This is an optimization exercise on Yosys and OpenROAD, whose aim is small area, not a production implementation. In this exercise RTL edits were held to simulation tests only and were not proved equivalent to the original. Power is estimated from default activity; no workload was simulated.

--- flow/constraint.sdc ---
create_clock -name core_clock -period 8.0 [get_ports {clk}]
set_input_delay 1.6000 -clock core_clock [delete_from_list [all_inputs] [get_ports {clk}]]
set_output_delay 1.6000 -clock core_clock [all_outputs]
set_load 0.01 [all_outputs]
--- flow/config.mk ---
export PLATFORM = sky130hd
export DESIGN_NAME = simple_dmem
export DESIGN_NICKNAME = simple_dmem
export VERILOG_FILES = /design/flow/design.v
export SDC_FILE = /design/flow/constraint.sdc
export NUM_CORES = 4
export LEC_CHECK = 0
export CAP_MARGIN = 20
export CORE_MARGIN = 2
export CORE_UTILIZATION = 40
export PLACE_DENSITY = 0.6
export SLEW_MARGIN = 20
--- flow/design.v ---
module simple_dmem #(
    parameter int unsigned LAT     = 2,
    parameter logic [7:0]  RO_BASE = 8'hF0
) (
    input  logic       clk,
    input  logic       rst,
    input  logic       mem_req,
    input  logic       mem_we,
    input  logic [7:0] mem_addr,
    input  logic [7:0] mem_wdata,
    output logic [7:0] mem_rdata,
    output logic       mem_ready,
    output logic       err,
    output logic [7:0] rd_cnt,
    output logic [7:0] wr_cnt
);
    localparam int NR = 80;
    logic [1:0] st_q;
    logic [7:0] addr_q;
    logic [7:0] wdata_q;
    logic       we_q;
    logic [1:0] ph_q;        
    logic       rs0_q, rs1_q;  
    logic [7:0] rdata_q;
    logic [7:0] rd_hold_q;
    logic       ready_q;
    logic       err_q;
    logic [7:0] rd_cnt_q;
    logic [7:0] wr_cnt_q;
    logic [7:0] p0_q [NR];
    logic [7:0] p1_q [NR];
    logic [7:0] p2_q [NR];
    logic       idle, accept, done, prot_q, clear, wen;
    logic [7:0] ra;
    logic [3:0] rh;
    logic [15:0] lsel;
    logic [4:0]  qsel;
    logic        hit;
    logic [NR-1:0] act;
    logic [7:0]  rd_mux;
    logic [7:0]  rd_val;
    logic [7:0]  rd_now;
    assign idle   = (st_q == 2'd0);
    assign accept = idle & mem_req;
    assign done   = (st_q == 2'd2);
    assign prot_q = (addr_q >= RO_BASE);
    assign clear  = rst | ~rs1_q;
    assign wen    = ~idle & we_q & ~rst;
    assign ra = idle ? mem_addr : addr_q;
    assign rh = ra[7:4];
    always_comb begin
        for (int l = 0; l < 16; l++) lsel[l] = (ra[3:0] == 4'(l));
    end
    always_comb begin
        qsel = 5'd0;
        hit  = 1'b1;
        for (int h = 0; h < 15; h++) begin
            if (rh == 4'(h)) begin
                hit = (ph_q == 2'((17 - h) % 3));
                qsel[h / 3] = hit;
            end
        end
    end
    always_comb begin
        for (int q = 0; q < 5; q++)
            for (int l = 0; l < 16; l++)
                act[q*16+l] = qsel[q] & lsel[l];
    end
    always_comb begin
        rd_mux = 8'd0;
        for (int a = 0; a < NR; a++) rd_mux = rd_mux | (p2_q[a] & {8{act[a]}});
    end
    assign rd_now = rd_mux & {8{rs1_q}};
    assign rd_val = hit ? rd_now : rd_hold_q;
    always_ff @(posedge clk) begin
        for (int a = 0; a < NR; a++) begin
            p0_q[a] <= (p2_q[a] & {8{~(clear | (wen & act[a]))}}) |
                       (wdata_q & {8{wen & act[a]}});
            p1_q[a] <= p0_q[a];
            p2_q[a] <= p1_q[a];
        end
    end
    always_ff @(posedge clk) begin
        if (accept) begin
            addr_q  <= mem_addr;
            we_q    <= mem_we;
            wdata_q <= mem_wdata;
        end
        if (hit) rd_hold_q <= rd_now;
    end
    always_ff @(posedge clk) begin
        rs0_q <= ~rst;
        rs1_q <= ~rst & rs0_q;
        if (rst) begin
            st_q     <= 2'd0;
            ph_q     <= 2'd0;
            rdata_q  <= 8'd0;
            ready_q  <= 1'b0;
            err_q    <= 1'b0;
            rd_cnt_q <= 8'd0;
            wr_cnt_q <= 8'd0;
        end else begin
            ph_q    <= ph_q[1] ? 2'd0 : ph_q + 2'd1;
            case (st_q)
                2'd0: st_q <= mem_req ? 2'd1 : 2'd0;
                2'd1: st_q <= 2'd2;
                2'd2: st_q <= 2'd3;
                default: st_q <= 2'd0;
            endcase
            ready_q <= done;
            err_q   <= done & we_q & prot_q;
            if (done & ~we_q) begin
                rdata_q <= rd_val;
                if (rd_cnt_q != 8'hFF) rd_cnt_q <= rd_cnt_q + 8'd1;
            end
            if (done & we_q & ~prot_q && wr_cnt_q != 8'hFF) begin
                wr_cnt_q <= wr_cnt_q + 8'd1;
            end
        end
    end
    assign mem_rdata = rdata_q;
    assign mem_ready = ready_q;
    assign err       = err_q;
    assign rd_cnt    = rd_cnt_q;
    assign wr_cnt    = wr_cnt_q;
endmodule
--- flow/run.sh ---
#!/bin/bash
# synth_recipe.tcl (not shown) runs the flow's synth.tcl, then flattens the netlist and writes it again
# the make line also repeats each setting of config.mk as NAME=value (left out here)
make -C /OpenROAD-flow-scripts/flow DESIGN_CONFIG=/design/flow/config.mk WORK_HOME=/design/flow/orfs CLKGATE_MAP_FILE= SYNTH_SCRIPT=/design/flow/synth_recipe.tcl finish
==> summary.txt <==
Status
  – Status: finished clean

Cells and area
  – Layout Area Growth over Synthesis: 16.0%
  – Most frequent cells in the layout: 1,960 x dfxtp_1, 1,371 x nand2_1, 682 x o21ai_0
  – Commonest non-fill, non-tap cell in the layout: dfxtp_1
  – Nets@finish: 5,147
  – Share of post-route cells with drive strength above 1: 8.99%
  – Cell Count, Final, Fillers Out: 7,046
  – Storage element area: 39,700 um^2
  – Area occupied by multi-input gates: 14,100 um^2
  – Fillers: 12,200

Drt
  – Antenna viol nets, final: 0
  – Vias: 36,300
  – Drt first pass iters: 7
  – Average wire per standard cell: 23.2 um
  – DRC Markers: 0
  – Vias/cell: 5.15
  – 1st-iter DRT viols: 4,772
  – Routed WL: 164,000 um

Logic synthesis
  – Syn_area_per_cell: 10.7 um^2
  – Synth Register Bits: 1,977
  – Syn. warnings: 4
  – Part of the Yosys area used for sequential elements: 72.6%
  – Post-synthesis cell area: 54,800 um^2
  – Synth Net Count: 5,137
  – Ys flop type: dfxtp_1
  – Unique cell type count in the Yosys netlist: 75
  – Ys async rst share: 0%
  – Mapped Cells: 5,110
  – Post-synth EDFFs: 17

Clocking
  – CTS Buf Count: 184
  – Worst-path clk slew: 0.06 ns
  – CTS tree: yes
  – Cts hold-fix bufs: 0
  – Postcts setup bufs: 0
  – Post_cts resized: 0
  – Worst skew pair latency: 0.80 ns
  – Maximum clock path buffer count: 3
  – H-tree depth: 4
  – Clock Sinks: 1,977
  – CTS root buf: clkbuf_16

Critical path
  – Largest stage delay on the critical path: 0.93 ns
  – Critical Path Fanout Max: 22
  – CP required: 8.62 ns
  – Worst Path Arrival: 6.01 ns
  – Worst Setup Start Kind: input pin
  – Crit end category: flip-flop
  – CP Buf/Inv Count: 2
  – CP max-delay cell: nor2_1
  – Largest delay share family, worst path: simple AND/OR/NAND/NOR gates
  – Setup Crit Path Kind: input pin to flip-flop
  – Crit-path cells: clkdlybuf4s50_1 -> nand3_1 -> o22ai_4 -> buf_4 -> nand2_1 -> nor2_1 -> o21ai_0

Floorplanning
  – Chip Height: 374 um
  – FP Rows: 135
  – Core Box Area: 136,000 um^2
  – Ports: 46
  – Die area: 140,000 um^2
  – Die width: 374 um
  – Initial core utilization: 40.4%

GRT
  – Initial antenna violation count: 6
  – First-pass GRT wire length: 237,000 um
  – GRT Total Usage: 22.9%
  – Overflow after GRT: 0
  – Vias in the first global route: 34,600
  – Largest net degree at the start of global routing: 208

STA
  – Final min period: 5.39 ns
  – Clock skew: 0.0305 ns
  – RSZ-0062 raised after global routing: no
  – Fin. Hold Viols: 0
  – Tcrit/Tclk final: 67.4%
  – Worst-margin pin slew: 1.34 ns
  – Slew Limit Fails: 0
  – Relative slew slack: 10.0%
  – TNS Setup: 0 ns
  – Max Freq: 186 MHz
  – Setup violations, final: 0

Placement
  – Placer Congestion: 0.900
  – I/O Buffers: 45
  – DP Cell Count: 6,715
  – HPWL after DPL: 101,000 um

Run
  – Max-cap violations: 0

Power and ir drop
  – Max rail drop VDD: 0.225 mV
  – Lkg Pwr: 0.0228 uW
  – Pwr Density: 309 nW/um^2

Worst hold path
  – Worst Hold Class: flip-flop to flip-flop
[registers in the layout, indices dropped and copies added (netlist names)]
signal	count
ready_q	1
rd_cnt_q	8
rs1_q	1
ph_q	2
rs0_q	1
addr_q	8
rd_hold_q	8
p0_q	640
p2_q	640
rdata_q	8
wr_cnt_q	8
wdata_q	8
err_q	1
p1_q	640
we_q	1
st_q	2
[power by group]
part           switching (uW)  internal (uW)
sequential               27.6           9890
clock                    3770           5100
combinational             719            160
total                    4510          15100
[path summary, 6_finish.rpt]
kind                            slack [ns]  cells after the start                  end                start
worst min register to register        0.30                      0  p2_q[39][6]$_DFF_P_  p1_q[39][6]$_DFF_P_
worst max register to register        3.07                      9  p0_q[43][7]$_DFF_P_   st_q[1]$_SDFF_PP0_
worst min-delay path                  0.30                      0  p2_q[39][6]$_DFF_P_  p1_q[39][6]$_DFF_P_
worst max-delay path                  2.61                      7  p0_q[43][7]$_DFF_P_          mem_addr[3]
[cells in the mapped netlist (3+ instances only)]
cell type | number | area (um^2)
dfxtp_1 | 1960 | 39200
nand2_1 | 1371 | 5150
o21ai_0 | 683 | 3420
clkbuf_1 | 264 | 991
nor2_1 | 149 | 559
a22oi_1 | 122 | 916
a22o_1 | 82 | 718
a221oi_1 | 45 | 394
a21oi_1 | 36 | 180
buf_2 | 35 | 175
a222oi_1 | 34 | 340
nand3_1 | 33 | 165
a31oi_1 | 32 | 200
nand4_1 | 23 | 144
o22ai_1 | 20 | 125
buf_1 | 18 | 67.6
edfxtp_1 | 17 | 510
inv_1 | 12 | 45.0
and3_1 | 11 | 68.8
nand2b_1 | 9 | 56.3
nor3_1 | 8 | 40.0
ha_1 | 7 | 87.6
nand3b_1 | 7 | 52.6
or3_1 | 7 | 43.8
xor2_1 | 7 | 61.3
nor4_1 | 6 | 37.5
o21a_1 | 6 | 45.0
or3b_2 | 6 | 52.6
a41oi_1 | 5 | 43.8
mux2i_1 | 5 | 50.1
nor2b_1 | 5 | 31.3
nor3b_1 | 5 | 37.5
a211oi_1 | 4 | 30.0
or2_2 | 4 | 25.0
xnor2_1 | 4 | 35.0
a2111oi_0 | 3 | 26.3
a21boi_0 | 3 | 22.5
a32o_1 | 3 | 30.0
mux2_2 | 3 | 33.8
o21ai_1 | 3 | 15.0
o22a_1 | 3 | 26.3
o32ai_1 | 3 | 26.3
[worst register-to-register path: stages, from the launching register on]
cell	delay, ns
dfxtp_1	0.31
inv_1	0.08
ha_2	0.40
buf_4	0.41
nand3_1	0.52
o22ai_4	0.74
buf_4	0.55
nand2_1	0.58
nor2_1	0.93
o21ai_0	0.25
[routing by layer]
| metal | part of all wire [%] | track usage [%] |
|---|---|---|
| met1 | 45 | 32.5 |
| met2 | 43 | 34.0 |
| met3 | 7.8 | 4.32 |
| met4 | 4.2 | 9.85 |
| met5 | 0.0092 | 0 |
[metrics by stage]
stage	total power (uW)	area (um^2)	worst slack [ns]	util, %	hold WS [ns]
2_1_floorplan	10500	54800	3.89	-	0.310
5_1_grt	20200	63500	2.55	46.8	0.315
3_5_place_dp	11000	57300	2.00	42.3	0.312
3_3_place_gp	11000	57300	2.03	42.3	0.310
6_report	19700	63500	2.61	46.9	0.305
4_1_cts	19700	63500	2.82	46.8	0.304
[cells by family (layout without fill, tap and decap cells)]
group           after synthesis  count (layout)  share of synthesized area (%)
flops                      1977            1977                           72.6
buf+inv                     334             488                           2.41
mux                          11              11                          0.233
fa+ha+maj                     7               7                          0.160
other cells                   0               1                              0
compound gates             1112            1112                           12.4
xor+xnor                     11              11                          0.176
simple gates               1658            1658                           12.0
[area by class of cell]
class / instances / share of cell area, %
flip-flops and latches: 1977 / 62.6
diodes: 1 / 0.00394
multi-input cells: 2799 / 22.1
repair buffers: 145 / 2.01
clock inverters: 67 / 1.32
inverters: 13 / 0.0768
clock buffers: 263 / 8.41
well taps: 1781 / 3.51

what the ideal ports hide:
The flow's constraints put no driver on any port. The routed layout listed below was extracted and timed again, unchanged, in two steps. Step 1 assumes that a clkbuf_16 drives the clock port and a buf_2 every other input. Step 2 adds t to the input delays and takes it off the output delays; t is the mean of the earliest and latest rising clock arrival at the registers after step 1. Input paths then give back, and output paths get back, about the clock's delay inside the block. a / b / c = ideal ports / drivers / drivers and shift; a / b = the first two.
t (ns): 0.856
setup slack, ns: 2.610 / 2.524 / 1.668
hold WS [ns]: 0.305 / 0.305 / 0.305
slew at the worst register clock pin (ns): 0.07 / 0.07
After both steps this run still meets setup and hold. For this run, drivers alone change the setup slack by -0.086 ns; drivers and shift together by -0.942 ns.
